Background: an optimization exercise with open tools, aiming at small area, a short achievable clock period and few clock cycles per item. Do not read the settings as production practice. Function was checked by simulation only, so behaviour that the tests miss may differ from the original. Power figures rest on the tool's default switching activity, not on a simulated workload.

==> flow/design.v (outline; a module is shown in full before it is edited, if it fits) <==
// module mvuTop: 1076 lines
module mvuTop (
	input logic clk,
	input logic rst,
	input logic wWe,
	input logic [6:0] wAddr,
	input logic [3:0] wData,
	input logic aWe,
	input logic [1:0] aFold,
	input logic [15:0] aData,
	input logic runReq,
	output logic runAck,
	output logic resReq,
	input logic resAck,
	output logic [63:0] resData
);
  // ...
==> flow/flow/run.sh <==
#!/bin/bash
# The standard ORFS layout (standard.sh), with one change: synthesis maps
# adders through ABC instead of extracting them into the platform's full and
# half adder cells (ADDER_MAP_FILE empty). Everything else, including the
# registers synthesis makes, is the standard flow's.
set -euo pipefail
bash standard.sh ADDER_MAP_FILE= synth > synth.log 2>&1
bash standard.sh ADDER_MAP_FILE= finish > layout.log 2>&1
==> flow/standard.sh <==
#!/bin/bash
# synth_recipe.tcl (not shown) runs the flow's synth.tcl, then flattens the netlist and writes it again
# the make line also repeats each setting of config.mk as NAME=value (left out here)
make -C /OpenROAD-flow-scripts/flow DESIGN_CONFIG=/design/flow/config.mk WORK_HOME=/design/flow/orfs CLKGATE_MAP_FILE= SYNTH_SCRIPT=/design/flow/synth_recipe.tcl "${@:-finish}"
==> flow/config.mk <==
export PLATFORM = sky130hd
export DESIGN_NAME = mvuTop
export DESIGN_NICKNAME = mvuTop
export VERILOG_FILES = /design/flow/design.v
export SDC_FILE = /design/flow/constraint.sdc
export NUM_CORES = 4
export LEC_CHECK = 0
export CAP_MARGIN = 20
export CORE_MARGIN = 2
export CORE_UTILIZATION = 40
export SETUP_SLACK_MARGIN = 2.5
export SLEW_MARGIN = 20
export TNS_END_PERCENT = 100
==> flow/constraint.sdc <==
create_clock -name core_clock -period 6.0 [get_ports {clk}]
set_input_delay 1.2000 -clock core_clock [delete_from_list [all_inputs] [get_ports {clk}]]
set_output_delay 1.2000 -clock core_clock [all_outputs]
set_load 0.01 [all_outputs]
==> flow_summary.toml, run 1 <==
[run_status]
status = "complete, no violations"

[final_layout]
final_cells = 5168
buffer_area_frac = 0.0322
multi_input_area_share = 0.361
seq_area_um2 = 22900
area_growth_syn_to_layout_pct = 13.3
n_fill_cell = 9261

[global_routing]
antenna_found_initial = 2
use_met3 = 0.0235
grt_pass1_vias = 26242

[synthesis]
yosys-top-cells-count = "901 x nand2_1, 624 x edfxtp_1, 379 x xnor2_1"
synth_most_common_cell = "nand2_1"
synthCells = 3740
synth_top_area_share = 0.465
ys_warn_count = 9

[floorplanning]
ios = 101
core_area_um2 = 100000

[sta]
timing.final.ws_setup_ns = 2.63
fin_hold_ws_ns = 0.473
tns_ns = 0
fin_crit_ns = 3.37
timing.final.crit_share = 0.562

[clock_tree]
htreeDepth = 3
clk_path_buf_depth = 3
numCtsBuffers = 89

[critical_path]
worstPathCellList = "nand2_1 > xnor3_1 > xnor3_1 > xnor2_1 > xnor2_2 > xnor2_1 > maj3_2 > maj3_2"
crit_type = "reg2reg"
path_buf_inv = 0
worst_setup_path_start_kind = "flop"

[place]
pre_cts_ws_ns = 1.68

[route]
wl_met1_mm = 45.9
wl_per_cell_um = 19.3
Testbench counts, summed over its fixed seeds: cycles 3,072, runs 256.
==> run 2: changes to the inputs <==
--- a/flow/config.mk
+++ b/flow/config.mk
@@ -7,2 +7,3 @@
 export LEC_CHECK = 0
+export ABC_AREA = 1
 export CAP_MARGIN = 20
@@ -10,3 +11,3 @@
 export CORE_UTILIZATION = 40
-export SETUP_SLACK_MARGIN = 2.5
+export SETUP_SLACK_MARGIN = 3.4
 export SLEW_MARGIN = 20
==> flow_summary.toml, run 2 <==
[critical_path]
worst_setup_path_start_kind = "flop"
rr_startpoint = "wAddrQ[2]"
rr_endpoint = "wmem[92][2]"
rr_worst_depth = 4
cp.required_ns = 6.30
crit_slowest_cell = "dfxtp_1"
cp-end-kind = "flop"
path_buf_inv = 1
arrival_ns = 2.89
worstPathCellList = "inv_1 > nor3_1 > nand2_1 > nor2_1"
max_stage_delay_ns = 0.57
crit_type = "reg2reg"
rrSetupSlack_ns = 3.42
cp_max_fo = 13
path_delay_family = "simple AND/OR/NAND/NOR gates"

[pwr]
swShare = 0.349
p_sw_uw = 6620
seq_power_share = 0.395
combPwrFrac = 0.311
pwr-share-clk = 0.294
p_total_uw = 19000
powerDensity_nw_per_um2 = 392
leakage_uw = 0.0207
irDropWorstVdd_v = 0.000283
power.internal_uw = 12400

[final_layout]
n_fill_cell = 9974
reg_top3 = "wmem x512, act x64, wsel x64"
finish.net_count = 5209
antenna_cells = 0
area_growth_syn_to_layout_pct = 14.1
layout_common_cells = "1657 x nand2_1, 641 x nor2_1, 624 x edfxtp_1"
largest_reg_flops = 512
largest-register = "wmem"
final_cells = 6640
layout-drive-gt1-share = 0.0850
seq_area_um2 = 22900
layout_commonest_cell = "nand2_1"
multi_input_area_um2 = 17100

[floorplanning]
initial_core_util = 0.403
core.rowCount = 119
core_area_um2 = 105000
dieArea_um2 = 109000
ios = 101
die_y_um = 330
die_w_um = 330

[synthesis]
dominantRegCellSynth = "edfxtp_1"
synth_top_area_share = 0.442
synthArstFlopShare = 0
synth.area.top_cells = "edfxtp_1 44%, nand2_1 15%, dfxtp_1 9.8%, nor2_1 5.7%, nand3_1 4.2%"
syn_nets = 5118
ys_types = 52
yosysSeqAreaShare = 0.540
yosys-top-cells-count = "1659 x nand2_1, 647 x nor2_1, 624 x edfxtp_1"
synth_most_common_cell = "nand2_1"
synth_largest_area_cell = "edfxtp_1"
synthCells = 5083
avgSynthCellArea_um2 = 8.34
ys_warn_count = 9
syn_area_um2 = 42400
synth_edf_count = 624
synth-seq-cells = 831

[route]
ant_nets = 0
drt_first_pass_iters = 6
via_per_inst = 5.12
wl_per_cell_um = 17.3
wl_met3_mm = 7.19
highest-signal-layer = "met4"
vias = 33983
drcViolationCount = 0
wl_met2_mm = 52.9
wl_met1_mm = 52.0
drtIter0Drc = 2667
wl_mm = 115

[sta]
finalSetupViolations = 0
fin_crit_ns = 2.58
drv_slew = 0
final-hold-violation-count = 0
max_freq_mhz = 387
rsz0062_at_grt = "true"
max-slew-margin-rel = 0.356
fin_skew_ns = 0.0219
tns_ns = 0
timing.final.crit_share = 0.430
tightest_slew_ns = 0.966

[clock_tree]
postCtsHoldBufs = 0
clk_path_buf_depth = 3
cts_root_buf = "clkbuf_16"
htreeDepth = 3
numCtsBuffers = 88
clk_pin_slew_worst_paths_ns = 0.06
cts_tree = "done"
clk_latency_ns = 0.67
clkSinkCount = 831

[hold_path]
min_from = "runAck"
holdPathEnd = "runAck"
min_path_type = "reg2reg"
hold-path-cell-count = 2

[global_routing]
grt_max_degree = 87
grt_overflow = 0
grt_pass1_wl_mm = 178
gr-usage-all-layers = 0.210
grt_pass1_vias = 31454
antenna_found_initial = 0

[place]
dp_hpwl_mm = 72.9
gp_congestion = 0.841
port_buffers = 100
dpl.cell_count = 6429

[flow_run]
maxCapViolCount = 0

[run_status]
status = "complete, no violations"
run 2: cell type report:
type | count | share of cell area
Clock inverter | 42 | 0.0110
Multi-Input combinational cell | 3662 | 0.354
Sequential cell | 831 | 0.473
Timing Repair inverter | 7 | 0.00142
Clock buffer | 123 | 0.0503
Inverter | 414 | 0.0333
Tap cell | 1391 | 0.0360
Timing Repair Buffer | 170 | 0.0407
run 2: how the worst max path moves through the flow:
stage	start	endpoint	slack, ns	cells past startpoint
finish	wAddrQ[2]	wmem[92][2]	3.42	4
detailed placement	resAck	wsel[50]	1.68	13
global route	wAddrQ[2]	wmem[92][2]	3.35	4
global placement	resAck	wsel[35]	1.78	13
floorplan	aFold[1]	dirty	3.30	7
CTS	res[1][11]	resData[29]	3.39	1
run 2: metrics by stage:
step,hold WS (ns),worst slack [ns],cell area (um^2),utilization
2_1_floorplan,0.451,3.30,42500,-
3_3_place_gp,0.435,1.78,44500,0.423
3_5_place_dp,0.448,1.68,44500,0.423
4_1_cts,0.453,3.39,48300,0.459
5_1_grt,0.500,3.35,48400,0.460
6_report,0.450,3.42,48400,0.460
run 2: per-layer routing:
metal	track usage	vias to the layer above
met5	0	-
met2	0.348	925
li1	-	17045
met4	0.0636	0
met3	0.0265	190
met1	0.288	15823
run 2: power by group through the flow:
stage	clock, uW	sequential (uW)	combinational, uW
2_1_floorplan	0	7460	4420
3_3_place_gp	0	7620	5680
3_5_place_dp	0	7620	5790
4_1_cts	5690	7500	5940
5_1_grt	5910	7580	6820
6_report	5580	7510	5910
run 2: worst reg2reg max path: stages (launching register included):
cell,delay [ns]
dfxtp_1,0.57
inv_1,0.24
nor3_1,0.28
nand2_1,0.55
nor2_1,0.58
run 2: logic make-up after synthesis:
kind of cell / Yosys count / synth area share
AOI/OAI and AO/OA: 588 / 0.0804
xor gates and xnor gates: 150 / 0.0326
buffers and inverters: 595 / 0.0609
DFF: 831 / 0.540
and+or+nand+nor: 2919 / 0.287
run 2: repair_timing:
action / in CTS / in global routing
buffers inserted: 19 / 3
cloned: 22 / 2
pin swaps: 7 / 2
setup endpoints to repair: 252 / 150
resized for setup: 158 / 70
==> run 3: changes to the inputs <==
--- a/flow/config.mk
+++ b/flow/config.mk
@@ -7,3 +7,2 @@
 export LEC_CHECK = 0
-export ABC_AREA = 1
 export CAP_MARGIN = 20
@@ -11,3 +10,3 @@
 export CORE_UTILIZATION = 40
-export SETUP_SLACK_MARGIN = 3.4
+export SETUP_SLACK_MARGIN = 3.5
 export SLEW_MARGIN = 20
==> flow_summary.toml, run 3 <==
[route]
wl_mm = 117
vias = 29039
ant_nets = 0
wl_per_cell_um = 21.6
via_per_inst = 5.35
drt_first_pass_iters = 5
drtIter0Drc = 2643
drcViolationCount = 0

[global_routing]
antenna_found_initial = 0
grt_overflow = 0
grt_pass1_wl_mm = 162
gr-usage-all-layers = 0.205
grt_max_degree = 89
grt_pass1_vias = 27275

[place]
pre_cts_ws_ns = 1.57
port_buffers = 100
gp_congestion = 0.789
placed_cell_area_um2 = 42700
dp_hpwl_mm = 62.0

[pwr]
swShare = 0.314
pwr-share-clk = 0.281
power.internal_uw = 13400
powerDensity_nw_per_um2 = 378
combPwrFrac = 0.340
irDropWorstVdd_v = 0.000225
leakage_uw = 0.0189
seq_power_share = 0.379
p_sw_uw = 6150

[floorplanning]
initial_core_util = 0.403
core_area_um2 = 100000
ios = 101
die_y_um = 321
core.rowCount = 116
die_w_um = 321
dieArea_um2 = 103000

[sta]
final-hold-violation-count = 0
timing.final.crit_share = 0.472
finalSetupViolations = 0
drv_slew = 0
fin_crit_ns = 2.83
timing.final.ws_setup_ns = 3.17
tightest_slew_ns = 1.02
rsz0062_at_grt = "true"
fin_skew_ns = 0.0324
max_freq_mhz = 353
max-slew-margin-rel = 0.323
tns_ns = 0

[synthesis]
synth_edf_count = 624
ys_warn_count = 9
synth.area.top_cells = "edfxtp_1 47%, dfxtp_1 10%, nand2_1 8.4%, xnor2_1 8.2%, maj3_1 4.3%"
syn_nets = 3775
synthArstFlopShare = 0
synth_top_area_share = 0.465
synth_largest_area_cell = "edfxtp_1"
synthCells = 3740
yosysSeqAreaShare = 0.568
avgSynthCellArea_um2 = 10.8
dominantRegCellSynth = "edfxtp_1"
synth-seq-cells = 831
ys_types = 68
syn_area_um2 = 40300
synth_most_common_cell = "nand2_1"
yosys-top-cells-count = "901 x nand2_1, 624 x edfxtp_1, 379 x xnor2_1"

[hold_path]
holdPathEnd = "resReq"
min_path_type = "reg2reg"
hold-path-cell-count = 2
min_from = "resReq"

[final_layout]
largest-register = "wmem"
layout_common_cells = "770 x nand2_1, 624 x edfxtp_1, 324 x xnor2_1"
post-route-util = 0.517
largest_reg_flops = 512
fin_area_um2 = 51700
reg_top3 = "wmem x512, act x64, wsel x64"
antenna_cells = 0
finish.net_count = 4088
area_growth_syn_to_layout_pct = 28.4
layout-drive-gt1-share = 0.284
layout_commonest_cell = "nand2_1"

[clock_tree]
clk_path_buf_depth = 3
postCtsHoldBufs = 0
clk_latency_ns = 0.67
clkSinkCount = 831
cts_root_buf = "clkbuf_16"
clk_pin_slew_worst_paths_ns = 0.06
numCtsBuffers = 88
htreeDepth = 3
cts_tree = "done"

[critical_path]
cp-end-kind = "flop"
worst_setup_path_start_kind = "flop"
crit_type = "reg2reg"
cp_max_fo = 6
crit_start = "fa[5]"
rr_worst_depth = 9
arrival_ns = 3.38
rr_endpoint = "sAcc[3][8]"
rr_startpoint = "fa[5]"
rrSetupSlack_ns = 3.17
cp.required_ns = 6.55

[run_status]
status = "complete, no violations"

[flow_run]
maxCapViolCount = 0
run 3: cell type report:
class                   instances  area (um^2)
clock buffers                 119         2420
clock inverters                47          467
fillers                      8457        48300
inverters                      47          184
multi-input cells            2687        19000
flip-flops and latches        831        23000
well taps                    1298         1620
repair buffers                398         4920
run 3: routing by layer:
| metal | track usage | wire (um) | vias up | part of all wire |
|---|---|---|---|---|
| met2 | 0.346 | 56900 | 1049 | 0.49 |
| met1 | 0.268 | 47400 | 14229 | 0.40 |
| met5 | 0 | 0 | - | 0 |
| li1 | - | - | 13533 | - |
| met4 | 0.0626 | 4080 | 0 | 0.035 |
| met3 | 0.0377 | 8940 | 228 | 0.076 |
run 3: worst max path at each step:
stage	endpoint
2_1_floorplan	wsel[1]
3_3_place_gp	fa[7]
3_5_place_dp	wsel[27]
4_1_cts	sAcc[3][8]
5_1_grt	cAcc[3][5]
6_report	sAcc[3][8]
run 3: kinds of logic after synthesis:
kind of cell	Yosys count	synth area share
AO/OA/AOI/OAI	254	0.0392
XOR/XNOR	548	0.129
adder cells (fa/ha/maj)	212	0.0539
buffers and inverters	230	0.0253
flip-flops	831	0.568
multiplexers	22	0.0108
AND/OR/NAND/NOR	1643	0.174
run 3: worst max-delay path, cell delays in order (launching register included):
cell and delay [ns]:
dfxtp_4 0.46, buf_12 0.17, nand2_2 0.06, maj3_2 0.33, maj3_2 0.37, maj3_2 0.36
xor2_2 0.19, xnor2_1 0.14, maj3_2 0.32, maj3_2 0.31
run 3: stage by stage:
stage          std cells  hold slack, ns  power (uW)
5_1_grt             5427           0.500       20600
4_1_cts             5303           0.472       18900
6_report            5427           0.470       19600
2_1_floorplan       3740           0.429       11700
3_3_place_gp        4981           0.459       12600
3_5_place_dp        4981           0.465       12600
run 3: repair_timing:
action,CTS,global route
setup endpoints to repair,477,446
hold endpoints to repair,0,0
setup buffers,131,82
gates cloned,25,42
resized for setup,516,519
pin swaps,140,258
run 3: power by group through the flow:
stage,clock [uW],sequential (uW),combinational [uW]
floorplan,0,7260,4410
global placement,0,7470,5090
detailed placement,0,7480,5170
CTS,5570,7360,5950
global route,5810,7490,7270
finish,5500,7420,6650
==> run 4: changes to the inputs <==
--- a/flow/config.mk
+++ b/flow/config.mk
@@ -10,2 +10,4 @@
 export CORE_UTILIZATION = 40
+export CTS_BUF_LIST = sky130_fd_sc_hd__clkbuf_4 sky130_fd_sc_hd__clkbuf_8
+export CTS_CLUSTER_SIZE = 30
 export SETUP_SLACK_MARGIN = 3.5
==> flow_summary.toml, run 4 <==
[floorplanning]
die_w_um = 321
ios = 101
die_y_um = 321
core_area_um2 = 100000
dieArea_um2 = 103000
core.rowCount = 116
initial_core_util = 0.403

[final_layout]
final_cells = 5462
multi_input_area_um2 = 17900
layout_commonest_cell = "nand2_1"
layout_common_cells = "864 x nand2_1, 624 x edfxtp_1, 332 x nand3_1"
fin_area_um2 = 49200
area_growth_syn_to_layout_pct = 22.2
largest-register = "wmem"
finish.net_count = 4075
seq_area_um2 = 23100
layout-drive-gt1-share = 0.248
largest_reg_flops = 512
reg_top3 = "wmem x512, act x64, wsel x64"
n_fill_cell = 8761

[synthesis]
yosys-top-cells-count = "901 x nand2_1, 624 x edfxtp_1, 379 x xnor2_1"
synth_top_area_share = 0.465
syn_nets = 3775
yosysSeqAreaShare = 0.568
synth-seq-cells = 831
synth_largest_area_cell = "edfxtp_1"
synth_edf_count = 624
ys_warn_count = 9
synthCells = 3740
ys_types = 68
synth_most_common_cell = "nand2_1"
avgSynthCellArea_um2 = 10.8
syn_area_um2 = 40300
synthArstFlopShare = 0
dominantRegCellSynth = "edfxtp_1"
synth.area.top_cells = "edfxtp_1 47%, dfxtp_1 10%, nand2_1 8.4%, xnor2_1 8.2%, maj3_1 4.3%"

[critical_path]
cp_max_fo = 7
path_common_cell = "maj3_2"
crit_type = "reg2reg"
worst_setup_path_start_kind = "flop"
max_stage_delay_ns = 0.45
crit_slowest_cell = "dfxtp_4"
arrival_ns = 3.49
cp.required_ns = 6.70
cp-end-kind = "flop"
worstPathCellList = "buf_12 > nand2_4 > maj3_2 > maj3_2 > maj3_2 > xor2_2 > xnor2_1 > maj3_2 > maj3_2"

[route]
ant_nets = 0
drt_first_pass_iters = 6
wl_per_cell_um = 19.7
wl_met3_mm = 6.28
vias = 28437
wl_mm = 108
wl_met2_mm = 52.1
drtIter0Drc = 2401
wl_met1_mm = 46.1
drcViolationCount = 0
via_per_inst = 5.21
highest-signal-layer = "met4"

[sta]
rsz0062_at_grt = "true"
drv_slew = 0
finalSetupViolations = 0
fin_hold_ws_ns = 0.492
max-slew-margin-rel = 0.352
final-hold-violation-count = 0
timing.final.crit_share = 0.465
fin_skew_ns = 0.0449
tightest_slew_ns = 0.971
tns_ns = 0
max_freq_mhz = 358
fin_crit_ns = 2.79

[pwr]
leakage_uw = 0.0179
powerDensity_nw_per_um2 = 390
p_total_uw = 19200
irDropWorstVdd_v = 0.000182

[clock_tree]
numCtsBuffers = 145
clkSinkCount = 831
clk_latency_ns = 0.82
clk_path_buf_depth = 3
cts_tree = "done"
htreeDepth = 4
cts_root_buf = "clkbuf_8"
clk_pin_slew_worst_paths_ns = 0.05

[global_routing]
grt_pass1_vias = 27678
gr-usage-all-layers = 0.206
grt_max_degree = 89
grt_pass1_wl_mm = 163
grt_overflow = 0
antenna_found_initial = 1

[hold_path]
min_path_type = "reg2reg"

[place]
gp_congestion = 0.789
placed_cell_area_um2 = 42700
port_buffers = 100
dp_hpwl_mm = 62.0
dpl.cell_count = 4981

[run_status]
status = "complete, no violations"

[flow_run]
maxCapViolCount = 0
==> run 4: repair_timing <==
action / 4_1_cts / 5_1_grt
pin swaps: 171 / 113
endpoints found under the hold margin: 0 / 0
setup buffers: 147 / 42
cloned: 18 / 3
gates resized for setup: 587 / 175
hold buffers: 0 / 0
setup endpoints to repair: 461 / 503
==> run 4: path summary, 6_finish.rpt <==
path | endpoint | cells after the start | slack (ns) | start
min reg2reg | g1Done | 2 | 0.49 | g1Done
min | g1Done | 2 | 0.49 | g1Done
max | sAcc[3][8] | 9 | 3.21 | fa[1]
max reg2reg | sAcc[3][8] | 9 | 3.21 | fa[1]
==> run 4: layout make-up <==
type                       instances  area share
inverter                          47     0.00384
antenna                            1   0.0000508
multi-input combinational       2684       0.365
clock inverter                    46     0.00684
timing repair buffer             331      0.0700
clock buffer                     224      0.0536
tap                             1298      0.0330
sequential                       831       0.468
==> run 4: power breakdown <==
group	switching, uW	internal, uW	total [uW]	leakage, uW
clock	2390	2920	5310	0.00159
combinational	3090	3370	6460	0.00889
sequential	622	6800	7420	0.00737
==> run 4: stage by stage <==
step           worst slack, ns   util
2_1_floorplan             3.16      -
3_3_place_gp              1.73  0.427
3_5_place_dp              1.57  0.427
4_1_cts                   3.18  0.481
5_1_grt                   3.12  0.492
6_report                  3.21  0.492
==> run 4: logic make-up (layout without fill, tap and decap cells) <==
kind of cell	after synthesis	count (layout)	synth area share
mux	22	22	0.0108
simple gates	1643	1646	0.174
fa+ha+maj	212	212	0.0539
buf+inv	230	648	0.0253
flops	831	831	0.568
xor+xnor	548	548	0.129
compound gates	254	256	0.0392
other cells	0	1	0
==> run 4: critical path: cells and delay by family, from the launching register on <==
| family | cells | cell delay (ns) |
|---|---|---|
| buffers and inverters | 1 | 0.17 |
| AND/OR/NAND/NOR | 1 | 0.05 |
| flip-flops | 1 | 0.45 |
| adder cells (fa/ha/maj) | 5 | 1.67 |
| XOR/XNOR | 2 | 0.33 |
==> run 4: per-layer routing <==
metal | GRT usage | up-vias
met4 | 0.0647 | 0
met5 | 0 | -
met2 | 0.345 | 846
met3 | 0.0420 | 192
li1 | - | 13533
met1 | 0.267 | 13866
==> run 5: changes to the inputs <==
--- a/flow/config.mk
+++ b/flow/config.mk
@@ -7,2 +7,3 @@
 export LEC_CHECK = 0
+export ABC_AREA = 1
 export CAP_MARGIN = 20
==> flow_summary.toml, run 5 <==
[final_layout]
post-route-util = 0.461
largest-register = "wmem"
final_cells = 6746
finish.net_count = 5273
reg_top3 = "wmem x512, act x64, wsel x64"
layout_common_cells = "1649 x nand2_1, 624 x edfxtp_1, 619 x nor2_1"
layout-drive-gt1-share = 0.124
largest_reg_flops = 512
area_growth_syn_to_layout_pct = 14.5
n_fill_cell = 10069
layout_commonest_cell = "nand2_1"

[critical_path]
path_delay_family = "flip-flops"
worstPathCellList = "buf_6 > buf_6"
path_buf_inv = 2
cp-end-kind = "output pin"
crit_slowest_cell = "edfxtp_1"
crit_type = "reg2out"
path_common_cell = "buf_6"
arrival_ns = 1.48
cp.required_ns = 4.80
rr_worst_depth = 4
max_stage_delay_ns = 0.41
rr_startpoint = "wAddrQ[3]"
worst_setup_path_start_kind = "flop"
cp_max_fo = 4
rr_endpoint = "wmem[44][2]"
rrSetupSlack_ns = 3.45
cp.depth = 2

[clock_tree]
cts_tree = "done"
clk_pin_slew_worst_paths_ns = 0.06
numCtsBuffers = 143
clk_latency_ns = 0.82
clk_path_buf_depth = 3
cts_root_buf = "clkbuf_8"
clkSinkCount = 831
htreeDepth = 4
postCtsHoldBufs = 0

[sta]
max-slew-margin-rel = 0.337
drv_slew = 0
fin_crit_ns = 2.68
tns_ns = 0
tightest_slew_ns = 0.995
rsz0062_at_grt = "true"
fin_skew_ns = 0.0341
finalSetupViolations = 0
final-hold-violation-count = 0
timing.final.crit_share = 0.447
max_freq_mhz = 373
fin_hold_ws_ns = 0.451

[route]
vias = 34364
drtIter0Drc = 2459
drcViolationCount = 0
drt_first_pass_iters = 6
ant_nets = 0
wl_mm = 116
via_per_inst = 5.09
wl_per_cell_um = 17.2

[pwr]
pwr-share-clk = 0.282
power.internal_uw = 12000
powerDensity_nw_per_um2 = 385
p_sw_uw = 6660
seq_power_share = 0.403
leakage_uw = 0.0209
swShare = 0.357
combPwrFrac = 0.315
irDropWorstVdd_v = 0.000216

[floorplanning]
core.rowCount = 119
die_w_um = 330
die_y_um = 330
initial_core_util = 0.403
core_area_um2 = 105000
ios = 101
dieArea_um2 = 109000

[global_routing]
grt_pass1_wl_mm = 176
antenna_found_initial = 2
grt_max_degree = 131
grt_pass1_vias = 32203
gr-usage-all-layers = 0.209
grt_overflow = 0

[synthesis]
synth-seq-cells = 831
yosysSeqAreaShare = 0.540
dominantRegCellSynth = "edfxtp_1"
ys_warn_count = 9
synth_largest_area_cell = "edfxtp_1"
synth.area.top_cells = "edfxtp_1 44%, nand2_1 15%, dfxtp_1 9.8%, nor2_1 5.7%, nand3_1 4.2%"
synthArstFlopShare = 0
synth_top_area_share = 0.442
syn_area_um2 = 42400
avgSynthCellArea_um2 = 8.34
yosys-top-cells-count = "1659 x nand2_1, 647 x nor2_1, 624 x edfxtp_1"
synth_edf_count = 624
syn_nets = 5118
synthCells = 5083
synth_most_common_cell = "nand2_1"
ys_types = 52

[hold_path]
holdPathEnd = "runAck"
min_path_type = "reg2reg"
min_from = "runAck"
hold-path-cell-count = 2

[place]
dp_hpwl_mm = 73.8
port_buffers = 100
gp_congestion = 0.840
dpl.cell_count = 6427

[flow_run]
maxCapViolCount = 0

[run_status]
status = "complete, no violations"
[run 5: changes by cell type in the layout (fill, tap and decap cells not counted), moves of 67 or more]
| cell | previous run | this run |
|---|---|---|
| nand2_1 | 864 | 1649 |
| nor2_1 | 215 | 619 |
| inv_1 | 43 | 390 |
| xnor2_1 | 325 | 42 |
| o21ai_0 | 56 | 229 |
| maj3_2 | 132 | 0 |
| buf_4 | 139 | 38 |
| maj3_1 | 80 | 0 |
| o22ai_1 | 3 | 70 |
[run 5: worst max-delay path by stage]
stage,start,end,slack (ns)
global route,res[0][11],resData[14],3.24
detailed placement,resAck,wsel[25],1.25
floorplan,resAck,wsel[7],3.39
CTS,res[0][11],resData[14],3.22
global placement,resAck,wsel[20],1.31
finish,res[0][11],resData[14],3.32
[run 5: per-stage QoR]
step                      cell area [um^2]  total power [uW]  worst slack [ns]
after floorplan                      42500             11900              3.39
after global placement               44600             13300              1.31
after detailed placement             44600             13400              1.25
after CTS                            47800             18700              3.22
after global routing                 48500             20000              3.24
final                                48500             18700              3.32
[run 5: power groups by stage]
stage,sequential (uW),combinational (uW),clock [uW]
after floorplan,7460,4420,0
after global placement,7630,5670,0
after detailed placement,7640,5780,0
after CTS,7510,5810,5400
after global routing,7590,6780,5660
final,7530,5900,5260
[run 5: cell families after synthesis]
group | after synthesis | synth area share
AO/OA/AOI/OAI | 588 | 0.0804
buffers and inverters | 595 | 0.0609
XOR/XNOR | 150 | 0.0326
flip-flops | 831 | 0.540
AND/OR/NAND/NOR | 2919 | 0.287
[run 5: per-layer routing]
| layer | global-route usage | up-vias | wire [um] |
|---|---|---|---|
| li1 | - | 17182 | - |
| met1 | 0.282 | 16019 | 52400 |
| met2 | 0.344 | 984 | 53800 |
| met3 | 0.0312 | 179 | 7210 |
| met4 | 0.0697 | 0 | 2720 |
| met5 | 0 | - | 0 |
[run 5: tightest hold or removal path: cells and delay by family (launching register included)]
kind	cells	cell delay (ns)
DFF	1	0.32
AOI/OAI and AO/OA	1	0.05
buffers and inverters	1	0.04
[run 5: cell type report]
class / instances / area (um^2) / share of cell area
antenna: 1 / 2.50 / 0.0000515
clock inverter: 43 / 315 / 0.00649
timing repair inverter: 4 / 42.5 / 0.000876
multi-input combinational: 3661 / 17300 / 0.356
timing repair buffer: 183 / 1970 / 0.0406
sequential: 831 / 22900 / 0.473
tap: 1391 / 1740 / 0.0358
clock buffer: 218 / 2630 / 0.0542
inverter: 414 / 1630 / 0.0336
[run 5: repair_timing]
action / in CTS / in global routing
pin swaps: 4 / 4
buffers inserted: 14 / 24
cloned: 14 / 5
setup endpoints to repair: 476 / 329
gates resized for setup: 341 / 112
hold endpoints to repair: 0 / 0
==> run 6: changes to the inputs <==
--- a/flow/config.mk
+++ b/flow/config.mk
@@ -13,3 +13,3 @@
 export CTS_CLUSTER_SIZE = 30
-export SETUP_SLACK_MARGIN = 3.5
+export SETUP_SLACK_MARGIN = 3.3
 export SLEW_MARGIN = 20
==> flow_summary.toml, run 6 <==
[critical_path]
worst_setup_path_start_kind = "flop"
rr_startpoint = "wAddrQ[2]"
worstPathCellList = "buf_6 > buf_6"
cp.required_ns = 4.80
rr_endpoint = "wmem[79][3]"
crit_slowest_cell = "edfxtp_1"
max_stage_delay_ns = 0.43
path_buf_inv = 2
path_delay_family = "flip-flops"
cp_max_fo = 5
crit_type = "reg2out"
path_common_cell = "buf_6"
cp-end-kind = "output pin"
rrSetupSlack_ns = 3.45
arrival_ns = 1.49
rr_worst_depth = 4

[sta]
fin_skew_ns = 0.0598
final-hold-violation-count = 0
timing.final.crit_share = 0.448
rsz0062_at_grt = "true"
tightest_slew_ns = 0.972
drv_slew = 0
max_freq_mhz = 372
fin_crit_ns = 2.69
finalSetupViolations = 0
tns_ns = 0
max-slew-margin-rel = 0.352

[route]
drcViolationCount = 0
drt_first_pass_iters = 6
via_per_inst = 5.08
vias = 34195
drtIter0Drc = 2544
wl_mm = 113
ant_nets = 0
wl_per_cell_um = 16.8

[place]
port_buffers = 100
gp_congestion = 0.868
dp_hpwl_mm = 75.1

[synthesis]
synthCells = 5083
yosysSeqAreaShare = 0.540
dominantRegCellSynth = "edfxtp_1"
avgSynthCellArea_um2 = 8.34
yosys-top-cells-count = "1659 x nand2_1, 647 x nor2_1, 624 x edfxtp_1"
synth_most_common_cell = "nand2_1"
synthArstFlopShare = 0
synth_top_area_share = 0.442
synth-seq-cells = 831
ys_warn_count = 9
ys_types = 52
synth_largest_area_cell = "edfxtp_1"
synth_edf_count = 624
syn_area_um2 = 42400
syn_nets = 5118
synth.area.top_cells = "edfxtp_1 44%, nand2_1 15%, dfxtp_1 9.8%, nor2_1 5.7%, nand3_1 4.2%"

[clock_tree]
cts_root_buf = "clkbuf_8"
clk_latency_ns = 0.84
numCtsBuffers = 144
clk_pin_slew_worst_paths_ns = 0.06
clk_path_buf_depth = 3
htreeDepth = 4
cts_tree = "done"
clkSinkCount = 831

[floorplanning]
ios = 101
dieArea_um2 = 109000
die_y_um = 330
core_area_um2 = 105000
die_w_um = 330
core.rowCount = 119
initial_core_util = 0.403

[global_routing]
grt_pass1_wl_mm = 172
grt_use_met1 = 0.277
grt_pass1_vias = 31491
use_met3 = 0.0406
gr-usage-all-layers = 0.204
antenna_found_initial = 6
use_met2 = 0.328
grt_max_degree = 131
top_usage_layer = "met2"
grt_overflow = 0

[final_layout]
layout_common_cells = "1658 x nand2_1, 646 x nor2_1, 624 x edfxtp_1"
largest_reg_flops = 512
layout-drive-gt1-share = 0.103
post-route-util = 0.456
largest-register = "wmem"
area_growth_syn_to_layout_pct = 13.1
reg_top3 = "wmem x512, act x64, wsel x64"
n_fill_cell = 10051
finish.net_count = 5251
layout_commonest_cell = "nand2_1"

[hold_path]
min_from = "runAck"
min_path_type = "reg2reg"
hold-path-cell-count = 2
holdPathEnd = "runAck"

[run_status]
status = "complete, no violations"

[pwr]
powerDensity_nw_per_um2 = 391
leakage_uw = 0.0207
irDropWorstVdd_v = 0.000227

[flow_run]
maxCapViolCount = 0
-- run 6: cell counts after synthesis --
No cell type changed its count.
-- run 6: cell families (layout without fill, tap and decap cells) --
| group | Yosys count | count (layout) | share of synthesized area |
|---|---|---|---|
| AO/OA/AOI/OAI | 588 | 588 | 0.0804 |
| XOR/XNOR | 150 | 150 | 0.0326 |
| buffers and inverters | 595 | 843 | 0.0609 |
| flip-flops | 831 | 831 | 0.540 |
| other | 0 | 5 | 0 |
| AND/OR/NAND/NOR | 2919 | 2922 | 0.287 |
-- run 6: cell type report --
cell class                 instances  area, um^2  share of cell area
inverter                         414        1610              0.0335
timing repair inverter             2        17.5            0.000365
antenna                            5        12.5            0.000261
multi-input combinational       3660       17000               0.355
clock inverter                    46         385             0.00803
tap                             1391        1740              0.0363
sequential                       831       22900               0.478
timing repair buffer             163        1580              0.0329
clock buffer                     218        2680              0.0558
-- run 6: repair_timing --
| action | CTS | global route |
|---|---|---|
| hold buffers | 0 | 0 |
| setup endpoints to repair | 187 | 133 |
| cloned | 6 | 3 |
| pin swaps | 3 | 1 |
| setup buffers | 10 | 3 |
| gates resized for setup | 226 | 39 |
-- run 6: worst max-delay path by stage --
stage | depth (start not counted) | endpoint | slack [ns] | start
floorplan | 7 | dirty | 3.15 | aWe
detailed placement | 13 | wsel[4] | 1.97 | resAck
finish | 2 | resData[30] | 3.31 | res[1][11]
CTS | 1 | resData[13] | 3.21 | res[0][11]
global route | 2 | resData[30] | 3.23 | res[1][11]
global placement | 13 | wsel[15] | 2.02 | resAck
-- run 6: routing by layer --
layer | vias up | part of all wire | wire length [um]
li1 | 17148 | - | -
met1 | 15883 | 0.46 | 51600
met2 | 985 | 0.45 | 51000
met3 | 179 | 0.068 | 7640
met4 | 0 | 0.023 | 2610
met5 | - | 0 | 0
-- run 6: power by group --
| group | total (uW) | switching (uW) | internal [uW] |
|---|---|---|---|
| sequential | 7530 | 571 | 6960 |
| combinational | 5790 | 3710 | 2070 |
| clock | 5430 | 2360 | 3070 |
| total | 18700 | 6640 | 12100 |
-- run 6: per-stage QoR --
step	total power (uW)	cell area [um^2]	worst slack (ns)	hold slack (ns)	std cells
after floorplan	11900	42400	3.15	0.451	5083
after global placement	13300	44600	2.02	0.437	6439
after detailed placement	13500	44600	1.97	0.447	6439
after CTS	18900	47800	3.21	0.454	6719
after global routing	20100	48000	3.23	0.492	6730
final	18700	48000	3.31	0.454	6730
-- run 6: tightest hold or removal path, stage by stage (launching register included) --
cell and delay (ns):
dfxtp_1 0.31, inv_1 0.05, a21oi_1 0.05
==> run 7: changes to the inputs <==
==> flow/run.sh (new file) <==
#!/bin/bash
# synth_recipe.tcl (not shown) runs the flow's synth.tcl, then flattens the netlist and writes it again
# the make line also repeats each setting of config.mk as NAME=value (left out here)
make -C /OpenROAD-flow-scripts/flow DESIGN_CONFIG=/design/flow/config.mk WORK_HOME=/design/flow/orfs CLKGATE_MAP_FILE= SYNTH_SCRIPT=/design/flow/synth_recipe.tcl finish
--- a/flow/config.mk
+++ b/flow/config.mk
@@ -7,3 +7,2 @@
 export LEC_CHECK = 0
-export ABC_AREA = 1
 export CAP_MARGIN = 20
@@ -13,3 +12,3 @@
 export CTS_CLUSTER_SIZE = 30
-export SETUP_SLACK_MARGIN = 3.3
+export SETUP_SLACK_MARGIN = 3.5
 export SLEW_MARGIN = 20
removed: flow/flow/run.sh
removed: flow/standard.sh
==> flow_summary.toml, run 7 <==
[route]
via_per_inst = 4.97
ant_nets = 0
vias = 22763
drt_first_pass_iters = 5
drtIter0Drc = 1291
drcViolationCount = 0
wl_mm = 94.0
wl_per_cell_um = 20.5

[sta]
timing.final.crit_share = 0.577
tightest_slew_ns = 1.06
final-hold-violation-count = 0
max_freq_mhz = 289
max-slew-margin-rel = 0.293
fin_crit_ns = 3.46
rsz0062_at_grt = "true"
fin_skew_ns = 0.0275
drv_slew = 0
finalSetupViolations = 0
tns_ns = 0

[clock_tree]
htreeDepth = 4
postCtsHoldBufs = 0
clk_path_buf_depth = 3
clkSinkCount = 831
numCtsBuffers = 141
clk_latency_ns = 0.80
cts_tree = "done"
clk_pin_slew_worst_paths_ns = 0.06
cts_root_buf = "clkbuf_8"

[floorplanning]
die_y_um = 321
die_w_um = 321
core_area_um2 = 99900
ios = 101
dieArea_um2 = 103000
core.rowCount = 116
initial_core_util = 0.402

[synthesis]
dominantRegCellSynth = "edfxtp_1"
synthCells = 2897
synth-seq-cells = 831
yosysSeqAreaShare = 0.570
synth_top_area_share = 0.467
synth_edf_count = 624
yosys-top-cells-count = "624 x edfxtp_1, 388 x mux2i_1, 301 x inv_1"
synthArstFlopShare = 0
ys_types = 53
syn_nets = 3273
synth_most_common_cell = "edfxtp_1"
syn_area_um2 = 40100
synth_largest_area_cell = "edfxtp_1"
ys_warn_count = 9
avgSynthCellArea_um2 = 13.9
synth.area.top_cells = "edfxtp_1 47%, fa_1 13%, dfxtp_1 10%, mux2i_1 9.7%, inv_1 2.8%"

[final_layout]
layout_commonest_cell = "edfxtp_1"
layout_common_cells = "624 x edfxtp_1, 387 x mux2i_1, 240 x nand2_1"
seq_area_um2 = 23000
n_fill_cell = 8496
reg_top3 = "wmem x512, act x64, wsel x64"
final_cells = 4584
multi_input_area_um2 = 16600
layout-drive-gt1-share = 0.265
largest-register = "wmem"
finish.net_count = 3543
largest_reg_flops = 512
area_growth_syn_to_layout_pct = 19.9

[global_routing]
top_usage_layer = "met2"
grt_max_degree = 72
antenna_found_initial = 2
use_met2 = 0.313
grt_use_met1 = 0.238
grt_pass1_vias = 24745
grt_overflow = 0
grt_pass1_wl_mm = 144
use_met3 = 0.0310
gr-usage-all-layers = 0.185

[critical_path]
cp_max_fo = 5
rrSetupSlack_ns = 2.54
cp.required_ns = 6.66
worst_setup_path_start_kind = "flop"
crit_type = "reg2reg"
arrival_ns = 4.12
cp-end-kind = "flop"

[pwr]
irDropWorstVdd_v = 0.000151
powerDensity_nw_per_um2 = 363
leakage_uw = 0.0193

[run_status]
status = "complete, no violations"

[hold_path]
min_path_type = "reg2reg"

[place]
dpl.cell_count = 4192
port_buffers = 100
dp_hpwl_mm = 57.8
gp_congestion = 0.815

[flow_run]
maxCapViolCount = 0
[run 7: area by class of cell]
cell class	instances	share of cell area
Antenna cell	1	0.0000520
Inverter	301	0.0235
Timing Repair Buffer	250	0.0597
Multi-Input combinational cell	1642	0.344
Sequential cell	831	0.477
Clock buffer	207	0.0532
Tap cell	1298	0.0337
Clock inverter	54	0.00808
[run 7: worst paths after layout]
check	start	to	depth (start not counted)
min	g1Done	g1Done	2
max	zacc	cAcc[2][7]	12
max reg2reg	zacc	cAcc[2][7]	12
min reg2reg	g1Done	g1Done	2
[run 7: where the power goes]
part / total, uW / switching [uW] / internal (uW)
logic: 5000 / 2620 / 2380
registers: 7260 / 444 / 6810
clock network: 5200 / 2270 / 2930
total: 17500 / 5340 / 12100
[run 7: routing by layer]
layer | part of all wire | vias to the layer above
met4 | 0.031 | 0
met3 | 0.048 | 179
met5 | 0 | -
li1 | - | 10427
met2 | 0.49 | 614
met1 | 0.43 | 11543
[run 7: critical path, cell delays in order, from the launching register on]
cell      delay, ns
dfxtp_4        0.37
buf_12         0.15
buf_4          0.15
nand2b_4       0.14
ha_4           0.26
inv_2          0.04
fa_2           0.53
inv_2          0.04
fa_2           0.44
fa_2           0.37
fa_2           0.37
inv_2          0.06
fa_2           0.42
[run 7: kinds of logic after synthesis]
| kind of cell | count (synthesis) | synth area share |
|---|---|---|
| flops | 831 | 0.570 |
| buf+inv | 426 | 0.0439 |
| xor+xnor | 35 | 0.00764 |
| simple gates | 713 | 0.0840 |
| mux | 455 | 0.122 |
| compound gates | 96 | 0.0171 |
| fa+ha+maj | 341 | 0.156 |
[run 7: metrics by stage]
step / total power [uW] / instance area, um^2 / worst slack (ns) / util / hold WS [ns]
2_1_floorplan: 10600 / 41100 / 2.66 / - / 0.437
3_3_place_gp: 11600 / 43000 / 1.58 / 0.430 / 0.459
3_5_place_dp: 11800 / 43000 / 1.49 / 0.430 / 0.477
4_1_cts: 17500 / 47800 / 2.53 / 0.479 / 0.508
5_1_grt: 18600 / 48100 / 2.44 / 0.482 / 0.546
6_report: 17500 / 48100 / 2.54 / 0.482 / 0.511
[run 7: timing repair]
item                       CTS  global route
setup buffers              103             7
cloned                      18             2
pin swaps                   47            49
setup endpoints to repair  355           202
resized for setup          510            83

[port drivers added, routing unchanged]
Ports are ideal in the flow. The routed layouts listed here were re-timed in OpenROAD.
Step 1, drivers: a clkbuf_16 drives clk and a buf_2 each remaining input, both assumed.
Step 2 also shifts input and output timing later by t, the mid clock arrival at the registers, as if the neighbouring blocks saw the same clock.
Slacks: ideal ports / drivers / drivers and shift; pairs: ideal ports / drivers.
run	t (ns)	setup WS [ns]	latest minus earliest clock arrival (ns)
run 1	0.706	2.629 / 2.629 / 2.149	0.029 / 0.029
run 2	0.724	3.419 / 3.388 / 2.818	0.025 / 0.025
run 3	0.716	3.168 / 3.168 / 2.670	0.032 / 0.033
run 4	0.869	3.208 / 3.200 / 2.750	0.045 / 0.045
run 5	0.867	3.318 / 3.254 / 2.693	0.038 / 0.038
run 6	0.884	3.309 / 3.240 / 2.579	0.061 / 0.060
run 7	0.843	2.538 / 2.538 / 2.538	0.034 / 0.034
After both steps setup and hold are still met in every run listed. The setup slack of run 6, which loses most, moves by -0.069 ns with the drivers and by -0.730 ns with both steps.
